What follows belongs to an exercise in optimizing a design on an open flow for small area; a production flow would make more cautious choices. Function was checked by simulation only, so behaviour that the tests miss may differ from the original. Power and IR drop assume default switching activity.

v4:
// hb_interp
module hb_interp #(
    parameter int WIDTH = 16
) (
    input  logic             clk,
    input  logic             rst,
    input  logic             bypass,
    input  logic             run,
    input  logic [8:0]       cpo,
    input  logic             stb_in,
    input  logic [WIDTH-1:0] data_in,
    output logic             stb_out,
    output logic [WIDTH-1:0] data_out,
    output logic             ovf
);
    logic [9:0]              s_q;
    logic [WIDTH-1:0]        dly_q [16];
    logic [4:0]              vcnt_q;
    logic [21:0]             acc_q;
    logic [1-1:0]           cr_q;
    logic [WIDTH-1:0]        fb0_q, fb1_q;
    logic                    c_pend_q;
    logic [8:0]              c_cnt_q;
    logic [1:0]              c_off_q;
    logic                    stb_out_q;
    logic [WIDTH-1:0]        data_out_q;
    logic                    ovf_q;
    logic [3:0] ph;
    logic slot_free_d, accept_d, drop_d, f_emit_d, c_emit_d;
    logic [15:0] vld;
  ...
Size: roughly 1200 cells after synthesis, about 48 I/O pins, about 18000 um2 of cells after synthesis.
clock: 14.0 ns
lec_check: 0
cap_margin: 20
core_margin: 2
core_utilization: 70
slew_margin: 20
standard.sh (not shown) runs the stock make flow with config.mk's settings and CLKGATE_MAP_FILE= SYNTH_SCRIPT=/design/flow/synth_recipe.tcl, a recipe that flattens the netlist after the stock synthesis.
==> flow/flow/run.sh <==
#!/bin/bash
# Standard synthesis, then inverters pushed through full adders (fixinv.py), then the standard
# layout with clock-tree dummy loads off and single-drive port buffers.
set -euo pipefail
R=orfs/results/${FLOW_PLATFORM}/hb_interp/base
export CTS_ARGS="-sink_clustering_enable -repair_clock_nets -dont_use_dummy_load -buf_list sky130_fd_sc_hd__clkbuf_4 -sink_clustering_size 9 -sink_clustering_max_diameter 40"
export BUFFER_PORTS_ARGS="-buffer_cell sky130_fd_sc_hd__buf_1"
bash standard.sh synth > synth.log 2>&1
openroad -python -no_init -exit flow/fixinv.py "$R/1_synth.odb" "$R/1_synth.odb" > fixinv.log 2>&1
bash standard.sh finish > finish.log 2>&1
Other scripts of this flow, unchanged in this note and not shown: flow/flow/fixinv.py
v4 reached the final stage; the timing, design-rule and antenna checks on its layout passed.
Inputs modified between v4 and v51:
-- flow/flow/run.sh --
<<< v4, line 5
R=orfs/results/${FLOW_PLATFORM}/hb_interp/base
export CTS_ARGS="-sink_clustering_enable -repair_clock_nets -dont_use_dummy_load -buf_list sky130_fd_sc_hd__clkbuf_4 -sink_clustering_size 9 -sink_clustering_max_diameter 40"
export BUFFER_PORTS_ARGS="-buffer_cell sky130_fd_sc_hd__buf_1"
>>> v51, line 5
R=orfs/results/${FLOW_PLATFORM}/hb_interp/base
export CTS_ARGS="-sink_clustering_enable -repair_clock_nets -dont_use_dummy_load -buf_list sky130_fd_sc_hd__clkbuf_2 -sink_clustering_size 6 -sink_clustering_max_diameter 30"
export BUFFER_PORTS_ARGS="-buffer_cell sky130_fd_sc_hd__buf_1"
--- outcome ---
From v4 to v51 the numbers moved as follows: switching component of the power went up; final cell count went up; post-layout worst setup margin went up.
Going from v4 to v51, register-to-register slack grows by 80 ps.
Any difference in peak per-stage delay on the critical path between v4 and v51 is small enough to ignore.
On core utilization, v51 and v4 are neck and neck.
Compared with v4, in v51 power per cell area increased by 0.82% relative to the old numbers, internal power went down by 0.016 mW, design area level, total vias in the final route grew by about 2.2%, sum of met3 wire segment lengths after detailed routing higher.
The inputs of v57 differ from those of v51 as listed below.
-- flow/flow/run.sh --
<<< v51, line 5
R=orfs/results/${FLOW_PLATFORM}/hb_interp/base
export CTS_ARGS="-sink_clustering_enable -repair_clock_nets -dont_use_dummy_load -buf_list sky130_fd_sc_hd__clkbuf_2 -sink_clustering_size 6 -sink_clustering_max_diameter 30"
export BUFFER_PORTS_ARGS="-buffer_cell sky130_fd_sc_hd__buf_1"
>>> v57, line 5
R=orfs/results/${FLOW_PLATFORM}/hb_interp/base
export CTS_ARGS="-sink_clustering_enable -repair_clock_nets -dont_use_dummy_load -buf_list sky130_fd_sc_hd__clkbuf_4 -sink_clustering_size 11 -sink_clustering_max_diameter 40"
export BUFFER_PORTS_ARGS="-buffer_cell sky130_fd_sc_hd__buf_1"
[summary]
v57 closes out successfully: all stages finished, all timing, DRC and antenna checks passed. From v51 to v57 the numbers moved as follows: clock period minus final worst setup slack rose 98 ps; global-route usage decreased 0.56 points; portion of the layout cell area used by clock cells lost 0.30 points; power moved down. Wire: v57 routes less than v51. Looking at sequential share of layout area across v51 and v57, the one that comes out higher is v57. Relative to v51, relative slew slack has increased by 2.1 points in v57. There was hardly any difference in internal power between v51 and v57. In v57 the worst setup slack turned out 98 ps lower than in v51. Looking at v51 and v57, the number of hold buffers added after CTS is a wash.
### v57 -> v12
==> flow/flow/run.sh <==
#!/bin/bash
# Standard synthesis; its plain logic re-mapped for area (remap.ys, area.abc); inverters pushed
# through full adders (fixinv.py); then the standard layout with clock-tree dummy loads off and
# single-drive port buffers.
set -euo pipefail
R=orfs/results/${FLOW_PLATFORM}/hb_interp/base
LIB=${FLOW_HOME}/platforms/${FLOW_PLATFORM}/lib/sky130_fd_sc_hd__tt_025C_1v80.lib
export CTS_ARGS="-sink_clustering_enable -repair_clock_nets -dont_use_dummy_load -buf_list sky130_fd_sc_hd__clkbuf_4 -sink_clustering_size 9 -sink_clustering_max_diameter 40"
export BUFFER_PORTS_ARGS="-buffer_cell sky130_fd_sc_hd__buf_1"
bash standard.sh synth > synth.log 2>&1
cp "$R/1_2_yosys.v" 1_2_yosys_standard.v
DU=$(grep -o 'sky130_fd_sc_hd__[a-z0-9_]*' ${FLOW_HOME}/platforms/${FLOW_PLATFORM}/config.mk | sort -u | grep -E 'probe|lpflow' | sed 's/^/-dont_use /' | tr '\n' ' ')
sed -e "s#LIBFILE#$LIB#g" -e "s#NETLIST#$R/1_2_yosys.v#g" -e "s#DONTUSE#$DU#" -e "s#ABCSCRIPT#$PWD/flow/area.abc#" flow/remap.ys > remap_run.ys
YOSYS=$(command -v yosys || echo ${FLOW_HOME}/../tools/install/yosys/bin/yosys)
"$YOSYS" -s remap_run.ys > remap.log 2>&1
bash standard.sh synth > synth_odb.log 2>&1
openroad -python -no_init -exit flow/fixinv.py "$R/1_synth.odb" "$R/1_synth.odb" > fixinv.log 2>&1
bash standard.sh finish > finish.log 2>&1
==> flow/flow/area.abc (new file) <==
strash
dch
map -a
mfs2
strash
dch
map -a
topo
dnsize -c
==> flow/flow/remap.ys (new file) <==
# Re-map the standard synthesis's plain logic for area (full adders, half adders and flip-flops stay
# as they are), then give every generated name a plain one.
read_liberty -ignore_miss_func LIBFILE
read_verilog NETLIST
hierarchy -top hb_interp
setattr -mod -set keep_hierarchy 1 sky130_fd_sc_hd__fa_* sky130_fd_sc_hd__ha_* sky130_fd_sc_hd__*df* sky130_fd_sc_hd__conb_*
flatten
opt -purge
abc -liberty LIBFILE DONTUSE -script ABCSCRIPT
opt_clean -purge
rename -enumerate -pattern rmp_%_
blackbox sky130_fd_sc_hd__*
stat -liberty LIBFILE
write_verilog -noattr NETLIST
Findings:
Diff v57 -> v12: placed cell count +95, wire length of the first global-routing pass +1.1 mm, total routing resource utilization after global routing has increased.

==> re-timing with driven ports <==
No port has a modelled driver above. Below, the same layouts with a new extraction and two added sets of constraints. Step 1 sets driving cells, clkbuf_16 on the clock port and buf_2 on the other inputs (assumed; they add their load-dependent delay and slew). Step 2, shift: input delay + t, output delay - t, t = (earliest + latest rising clock arrival at the registers) / 2. This alone moves slack from input paths to output paths. Slacks: no drivers / after step 1 / after step 2; pairs: no drivers / after step 1.
| run | t, ns | setup slack, ns | worst setup path after step 2 | worst data-port slew with drivers (ns) |
|---|---|---|---|---|
| v4 | 0.694 | 0.559 / 0.559 / 0.559 | register to register | 0.04 |
| v51 | 0.893 | 0.643 / 0.643 / 0.643 | register to register | 0.04 |
| v57 | 0.702 | 0.545 / 0.545 / 0.545 | register to register | 0.04 |
| v12 | 0.721 | 0.363 / 0.363 / 0.363 | register to register | 0.03 |
After both steps every run listed still meets setup and hold.
